What follows belongs to an exercise in optimizing a design on an open flow for small area and a short achievable clock period; a production flow would make more cautious choices. Function was not checked in any run shown here: the RTL went through the layout flow alone. Power figures rest on the tool's default switching activity, not on a simulated workload.

==> flow/design.v, too long to show whole: its modules and the start of the top module <==
// module bsel: 11 lines
// module bsel_aoi: 10 lines
// module bsel_xnor: 8 lines
// module fa: 11 lines
// module ha: 10 lines
// module wallace_mul: 4595 lines
module wallace_mul
(
    input  logic                          clk,
    input  logic                          arst_n,
    input  logic                          in_valid,
    input  logic [mul_pkg::OPERAND_W-1:0] a,
    input  logic [mul_pkg::OPERAND_W-1:0] b,
    output logic                          out_valid,
    output logic [mul_pkg::PRODUCT_W-1:0] product
);
  // ...
==> flow/run.sh <==
#!/bin/bash
# synth_recipe.tcl (not shown) runs the flow's synth.tcl, then flattens the netlist and writes it again
# the make line also repeats each setting of config.mk as NAME=value (left out here)
make -C /OpenROAD-flow-scripts/flow DESIGN_CONFIG=/design/flow/config.mk WORK_HOME=/design/flow/orfs CLKGATE_MAP_FILE= SYNTH_SCRIPT=/design/flow/synth_recipe.tcl finish
==> flow/config.mk <==
export PLATFORM = sky130hd
export DESIGN_NAME = wallace_mul
export DESIGN_NICKNAME = wallace_mul
export VERILOG_FILES = /design/flow/design.v
export SDC_FILE = /design/flow/constraint.sdc
export NUM_CORES = 4
export LEC_CHECK = 0
export ABC_AREA = 1
export CAP_MARGIN = 20
export CORE_MARGIN = 2
export CORE_UTILIZATION = 40
export SETUP_SLACK_MARGIN = 2.5
export SLEW_MARGIN = 20
export SYNTH_HIERARCHICAL = 1
==> flow/constraint.sdc <==
create_clock -name core_clock -period 5.7 [get_ports {clk}]
set_input_delay 1.1400 -clock core_clock [delete_from_list [all_inputs] [get_ports {clk}]]
set_output_delay 1.1400 -clock core_clock [all_outputs]
set_load 0.01 [all_outputs]
==> flow_summary.yaml, run 1 <==
routing:
  final_antenna_net_count: 0
  highest_layer: "met5"
  vias_per_cell: 5.57
power:
  seqPwrFrac_pct: 25.5
  power_clock_mw: 3.95
  p_int_mw: 13.9
  powerComb_mw: 14.9
  p_per_area_nw_per_um2: 615
  power.group.top: "combinational logic"
  power_mw: 25.3
placement:
  hpwl_mm: 77.7
  routabilityCongestion: 0.868
global_routing:
  grt_pass1_wl_mm: 174
  busiest_layer: "met2"
  grtUsageTotal_pct: 25.4
clock_tree:
  tritoncts: "yes"
  clk_pin_slew_ns: 0.06
  cts_made_buffers: 58
  clk_path_buf_depth: 3
cells_and_area:
  top_register: "p_q"
  buffers: 237
  dominant_cells: "multi-input gates"
  mostFrequentLayoutCell: "dfxtp_1"
  finalNetCount: 4010
  layout.cells.most_common_list: "dfxtp_1, xor2_1, fa_1"
  multi_input_gates: 2245
synthesis:
  yosys.area_share.simple_pct: 5.82
  synth_top_cell_by_area: "dfxtp_1"
  syn_avg_cell_area_um2: 11.0
  ys_ff_latch: 510
  synth_top_area_share_pct: 28.2
  synth_area_leaders: "dfxtp_1, fa_1, xor2_1, o22ai_2, ha_1"
  synth_adder_area_share_pct: 31.5
  synth_top_family_by_area: "adder cells"
sta:
  post-route-min-period_ns: 3.22
  setup_tns_ns: 0
  fin_crit_sh_pct: 56.5
status:
  run_status: "complete, no violations"
floorplan:
  core_area_um2: 88800
hold_path:
  whs_path_depth: 0
setup_path:
  worstSetupEndpointType: "flop"
  crit_start: "a[12]"
  cp_num_buf_inv: 2
  crit_top_cell: "fa_1"
  cp-endpoint: "r1_s427"
==> inputs of run 2 (changes only) <==
--- a/flow/config.mk
+++ b/flow/config.mk
@@ -11,4 +11,4 @@
 export CORE_UTILIZATION = 40
 export SETUP_SLACK_MARGIN = 2.5
-export SLEW_MARGIN = 20
+export SLEW_MARGIN = 80
 export SYNTH_HIERARCHICAL = 1
==> flow_summary.yaml, run 2 <==
floorplan:
  die_h_um: 304
  rows: 109
  start_util_pct: 40.5
  core_area_um2: 88800
  dieWidth_um: 304
  io_pins: 132
  die_area_um2: 92300
clock_tree:
  tritoncts: "yes"
  clk_path_buf_depth: 3
  clk_pin_slew_ns: 0.06
  cts_root_buf: "clkbuf_16"
  clkLatencyLatePin_ns: 0.65
  cts_hold_buf: 0
  cts_made_buffers: 59
  h-tree-depth: 2
  cts.sinks: 510
setup_path:
  crit_chain: "clkdlybuf4s50_1, nand2_2, nor2_2, a21oi_2, buf_8, buf_16, o22ai_2, xor2_1, fa_1, fa_1"
  crit_top_cell: "fa_1"
  max_stage_delay_ns: 0.61
  cp_num_buf_inv: 3
  worstSetupEndpointType: "flop"
  critical_path_required_ns: 6.22
  critPathLaunchType: "primary input"
  crit_type: "in2reg"
  crit_slowest_cell: "fa_1"
  worst-path-max-fanout: 21
  cp.arrival_ns: 3.71
  crit_family: "adder cells"
synthesis:
  ys_dominant_reg_cell: "dfxtp_1"
  synth_edf_count: 0
  ys_ff_latch: 510
  ys_types: 34
  yosysSeqAreaShare_pct: 28.4
  synth_top_cell_by_area: "dfxtp_1"
  netlist_instances: 3275
  yosys-top-cells-count: "xor2_1, dfxtp_1, fa_1"
  syn_avg_cell_area_um2: 11.0
  synth_area_um2: 36000
  yosysMostFrequentCell: "xor2_1"
  synth_top_area_share_pct: 28.2
  ys_async_sr_fraction_pct: 0.588
  yosys_warnings: 7
  synth_area_leaders: "dfxtp_1, fa_1, xor2_1, o22ai_2, ha_1"
global_routing:
  grtUsageTotal_pct: 25.9
  grt_pass1_vias: 26923
  grt_start_max_net_pins: 34
  grt_antenna_before_repair: 9
  grt_pass1_wl_mm: 177
  overflow: 0
flow_run:
  cap_violations: 0
routing:
  drt_wl_total_mm: 120
  dr_total_vias: 25284
  drc: 0
  drt-pass1-iter-count: 5
  final_antenna_net_count: 0
  drtIter0Drc: 2268
  vias_per_cell: 5.49
  wire_per_inst_um: 26.1
cells_and_area:
  drive_above_1_share_pct: 20.7
  largest_register_ffs: 64
  reg.largest.list: "p_q x64, vq x3"
  top_register: "p_q"
  syn2layout_area_growth_pct: 20.3
  finalNetCount: 4083
  layout.cells.most_common_list: "dfxtp_1, xor2_1, fa_1"
  mostFrequentLayoutCell: "dfxtp_1"
power:
  ir_worst_vdd_uv: 286
  p_per_area_nw_per_um2: 594
  p_leak_nw: 18.5
sta:
  holdWs_ns: 0.325
  fin_crit_sh_pct: 56.0
  setup_viol_count_final: 0
  post-route-min-period_ns: 3.19
  hold_violations: 0
  rsz0062_at_grt: "yes"
  skew_ns: 0.0246
  drv_slew: 0
  setup_tns_ns: 0
  max_freq_ghz: 0.313
placement:
  routabilityCongestion: 0.868
  io_buffers: 131
  hpwl_mm: 89.9
hold_path:
  hold_class: "reg2reg"
status:
  run_status: "complete, no violations"
[run 2: layout make-up]
type / instances / area (µm²)
flip-flops and latches: 510 / 10200
well taps: 1165 / 1460
fillers: 7750 / 45500
repair buffers: 310 / 4420
diodes: 2 / 5.00
clock inverters: 26 / 362
multi-input cells: 2244 / 23900
clock buffers: 78 / 1640
inverters: 269 / 1190
[run 2: cell families (layout without fill, tap and decap cells)]
family                   Yosys count  after routing  share of synthesized area, %
buffers and inverters            530            683                          7.08
flip-flops                       510            510                          28.4
other                              1             11                        0.0104
XOR/XNOR                         543            543                          13.2
AO/OA/AOI/OAI                    556            556                          13.9
AND/OR/NAND/NOR                  513            514                          5.82
adder cells (fa/ha/maj)          622            622                          31.5
[run 2: power breakdown]
part	switching (mW)	internal, mW	leakage [nW]	total, mW
Clock	1.60	2.34	0.977	3.94
Sequential	0.839	5.60	4.31	6.44
Combinational	9.09	6.19	13.2	15.3
[run 2: per-layer routing]
| layer | global-route usage [%] | vias up | routed length, µm |
|---|---|---|---|
| met3 | 7.40 | 395 | 12300 |
| li1 | - | 10879 | - |
| met2 | 40.5 | 1444 | 54200 |
| met4 | 13.4 | 10 | 6600 |
| met1 | 32.6 | 12556 | 47000 |
| met5 | 0 | - | 58 |
[run 2: metrics by stage]
step | power, mW | worst slack [ns] | area [µm²] | cells | util (%)
floorplan | 15.0 | 2.56 | 36000 | 3283 | -
global placement | 20.9 | 1.38 | 37700 | 4385 | 42.5
detailed placement | 21.5 | 1.44 | 40600 | 4481 | 45.7
CTS | 25.6 | 2.47 | 42700 | 4589 | 48.1
global route | 27.8 | 2.48 | 43200 | 4604 | 48.7
finish | 25.7 | 2.51 | 43200 | 4604 | 48.7
[run 2: repair_timing]
| item | 4_1_cts | 5_1_grt |
|---|---|---|
| buffers inserted | 2 | 7 |
| cloned | 2 | 0 |
| pin swaps | 7 | 36 |
| setup endpoints to repair | 120 | 108 |
| gates resized for setup | 39 | 53 |
[run 2: modules after synthesis (local to each module, per instance)]
module	cells inside	cell area [µm²]	flops+latches
fa	1	20.0	0
ha	1	12.5	0
wallace_mul	2701	25200	510
[run 2: final timing paths]
check	cells after the start	slack [ns]	from	to
worst min-delay path	0	0.33	r1_s369	r2_r1_s369
worst max register to register	13	2.73	r2_s805	p_q[47]
max in group asynchronous	1	4.87	arst_n	vq[1]
min in group asynchronous	1	0.69	arst_n	vq[0]
worst min register to register	0	0.33	r1_s369	r2_r1_s369
worst max-delay path	10	2.51	b[4]	r1_s463
==> inputs of run 3 (changes only) <==
==> flow/flow/run.sh (new file) <==
#!/bin/bash
set -e
export BUFFER_PORTS_ARGS="-buffer_cell sky130_fd_sc_hd__buf_4"
bash standard.sh > standard.log 2>&1
==> flow/standard.sh (new file) <==
#!/bin/bash
# synth_recipe.tcl (not shown) runs the flow's synth.tcl, then flattens the netlist and writes it again
# the make line also repeats each setting of config.mk as NAME=value (left out here)
make -C /OpenROAD-flow-scripts/flow DESIGN_CONFIG=/design/flow/config.mk WORK_HOME=/design/flow/orfs CLKGATE_MAP_FILE= SYNTH_SCRIPT=/design/flow/synth_recipe.tcl "${@:-finish}"
--- a/flow/config.mk
+++ b/flow/config.mk
@@ -11,4 +11,4 @@
 export CORE_UTILIZATION = 40
 export SETUP_SLACK_MARGIN = 2.5
-export SLEW_MARGIN = 80
+export SLEW_MARGIN = 20
 export SYNTH_HIERARCHICAL = 1
removed: flow/run.sh
==> flow_summary.yaml, run 3 <==
synthesis:
  synth_edf_count: 0
  synth_area_um2: 36000
  ys_ff_latch: 510
  ys_types: 34
  netlist_instances: 3275
  synth_top_area_share_pct: 28.2
  syn_avg_cell_area_um2: 11.0
  ys_async_sr_fraction_pct: 0.588
  yosys_warnings: 7
  synth_area_leaders: "dfxtp_1, fa_1, xor2_1, o22ai_2, ha_1"
  yosysSeqAreaShare_pct: 28.4
  ys_dominant_reg_cell: "dfxtp_1"
  yosysMostFrequentCell: "xor2_1"
  yosys-top-cells-count: "xor2_1, dfxtp_1, fa_1"
  synth_top_cell_by_area: "dfxtp_1"
cells_and_area:
  top_register: "p_q"
  design_area_um2: 40000
  mostFrequentLayoutCell: "xor2_1"
  largest_register_ffs: 64
  layout.cells.most_common_list: "xor2_1, dfxtp_1, fa_1"
  finish.utilization_pct: 45.0
  drive_above_1_share_pct: 19.1
  reg.largest.list: "p_q x64, vq x3"
  syn2layout_area_growth_pct: 11.1
  finalNetCount: 3978
  antennaDiodeCount: 0
  fill_cells: 8207
floorplan:
  die_area_um2: 92300
  core_area_um2: 88800
  dieWidth_um: 304
  rows: 109
  io_pins: 132
  die_h_um: 304
  start_util_pct: 40.5
placement:
  pre_cts_ws_ns: 1.35
  post_dp_cell_area_um2: 37400
  io_buffers: 131
  hpwl_mm: 78.4
  routabilityCongestion: 0.889
global_routing:
  grt_start_max_net_pins: 40
  grt_pass1_vias: 25862
  grt_antenna_before_repair: 4
  grtUsageTotal_pct: 24.7
  overflow: 0
  grt_pass1_wl_mm: 170
routing:
  final_antenna_net_count: 0
  vias_per_cell: 5.49
  drt-pass1-iter-count: 5
  drt_wl_total_mm: 115
  drtIter0Drc: 2376
  dr_total_vias: 24711
  drc: 0
  wire_per_inst_um: 25.4
setup_path:
  worstSetupEndpointType: "flop"
  critical_path_required_ns: 6.21
  reg2reg_depth: 13
  critPathLaunchType: "primary input"
  cp.arrival_ns: 3.70
  crit_type: "in2reg"
  worst-path-max-fanout: 37
power:
  ir_worst_vdd_uv: 318
  p_per_area_nw_per_um2: 629
  p_leak_nw: 17.3
sta:
  fin_ws_ns: 2.51
  hold_violations: 0
  setup_tns_ns: 0
  worstMarginPinSlew_ns: 1.14
  fin_crit_sh_pct: 55.9
  relSlewSlack_pct: 24.0
  setup_viol_count_final: 0
  rsz0062_at_grt: "yes"
  post-route-min-period_ns: 3.19
  holdWs_ns: 0.271
  skew_ns: 0.0266
  max_freq_ghz: 0.314
  drv_slew: 0
flow_run:
  cap_violations: 0
clock_tree:
  h-tree-depth: 2
  clkLatencyLatePin_ns: 0.67
  tritoncts: "yes"
  cts.sinks: 510
  cts_root_buf: "clkbuf_16"
  cts_made_buffers: 60
  clk_pin_slew_ns: 0.06
  clk_path_buf_depth: 3
hold_path:
  hold_class: "in2async"
status:
  run_status: "complete, no violations"
[run 3: cell counts after synthesis]
No cell type changed its count.
[run 3: final timing paths]
path                           from           to  slack, ns
hold reg to reg            r1_pp0_1  r2_r1_pp0_1       0.31
hold / removal               arst_n        vq[2]       0.27
max in group asynchronous    arst_n        vq[0]       5.34
min in group core_clock    r1_pp0_1  r2_r1_pp0_1       0.31
setup / recovery              b[13]      r1_s451       2.51
setup reg to reg            r2_s853      p_q[49]       2.68
[run 3: per-stage QoR]
stage,std cells,power [mW]
finish,4503,25.1
CTS,4496,25.2
global placement,4378,20.7
floorplan,3283,15.0
detailed placement,4378,20.9
global route,4503,27.3
[run 3: final cells by class]
cell class                 instances  area, µm²  share of cell area [%]
tap                             1165       1460                    3.65
sequential                       510      10200                    25.6
clock buffer                      84       1730                    4.34
timing repair buffer             205       1750                    4.37
multi-input combinational       2243      23400                    58.5
inverter                         269       1010                    2.54
clock inverter                    27        422                    1.06
[run 3: repair_timing]
action,in CTS,in global routing
pin swaps,2,0
cloned,0,0
hold buffers,0,0
setup endpoints to repair,199,110
resized for setup,31,28
buffers inserted,7,7
[run 3: report_power, final]
group / switching [mW] / internal (mW) / leakage, nW
sequential: 0.860 / 5.60 / 4.31
combinational: 8.77 / 5.74 / 12.0
clock: 1.61 / 2.53 / 1.03
total: 11.2 / 13.9 / 17.3
[run 3: Yosys stat by module, one instance, submodules excluded]
module / area (µm²) / flops+latches / times used
fa: 20.0 / 0 / 472
wallace_mul: 25200 / 510 / 1
ha: 12.5 / 0 / 102
[run 3: kinds of logic (layout without fill, tap and decap cells)]
family | after synthesis | count (layout) | share of synthesized area [%]
buf+inv | 530 | 585 | 7.08
fa+ha+maj | 622 | 622 | 31.5
flops | 510 | 510 | 28.4
compound gates | 556 | 556 | 13.9
xor+xnor | 543 | 543 | 13.2
other cells | 1 | 9 | 0.0104
simple gates | 513 | 513 | 5.82
[run 3: routing by layer]
layer	vias to the layer above	part of all wire [%]	global-route usage [%]
met1	12430	41	32.6
met2	1289	45	39.2
li1	10668	-	-
met3	318	9.3	5.87
met5	-	0.035	0
met4	6	4.1	9.63
[run 3: worst max-delay path: stages]
cell and delay (ns):
buf_4 0.17, buf_12 0.31, nor2_1 0.13, a21oi_2 0.14, buf_4 0.32, o22ai_1 0.13, xor2_1 0.22, fa_1 0.55
fa_1 0.50

separate check: timing with driven ports:
In the flow no input, the clock included, has a driving cell. The finished layouts below were timed again as built, in two steps.
Step 1 (the two cells are an assumption about what drives the block):
set clk [get_ports {clk}]
set_driving_cell -lib_cell sky130_fd_sc_hd__clkbuf_16 $clk
set_driving_cell -lib_cell sky130_fd_sc_hd__buf_2 [delete_from_list [all_inputs] $clk]
Step 2, shift: input delay + t, output delay - t, t = (earliest + latest rising clock arrival at the registers) / 2. This alone moves slack from input paths to output paths.
a / b / c = no drivers / after step 1 / after step 2; a / b = the first two.
| run | shift t [ns] | setup WS [ns] | worst register clock-pin slew, ns |
|---|---|---|---|
| run 1 | 0.703 | 2.481 / 2.526 / 1.823 | 0.07 / 0.07 |
| run 2 | 0.705 | 2.506 / 2.524 / 1.819 | 0.07 / 0.07 |
| run 3 | 0.717 | 2.513 / 2.547 / 1.830 | 0.07 / 0.07 |
After both steps setup and hold are still met in every run listed. The setup slack of run 2, which loses most, moves by +0.018 ns with the drivers and by -0.687 ns with both steps.
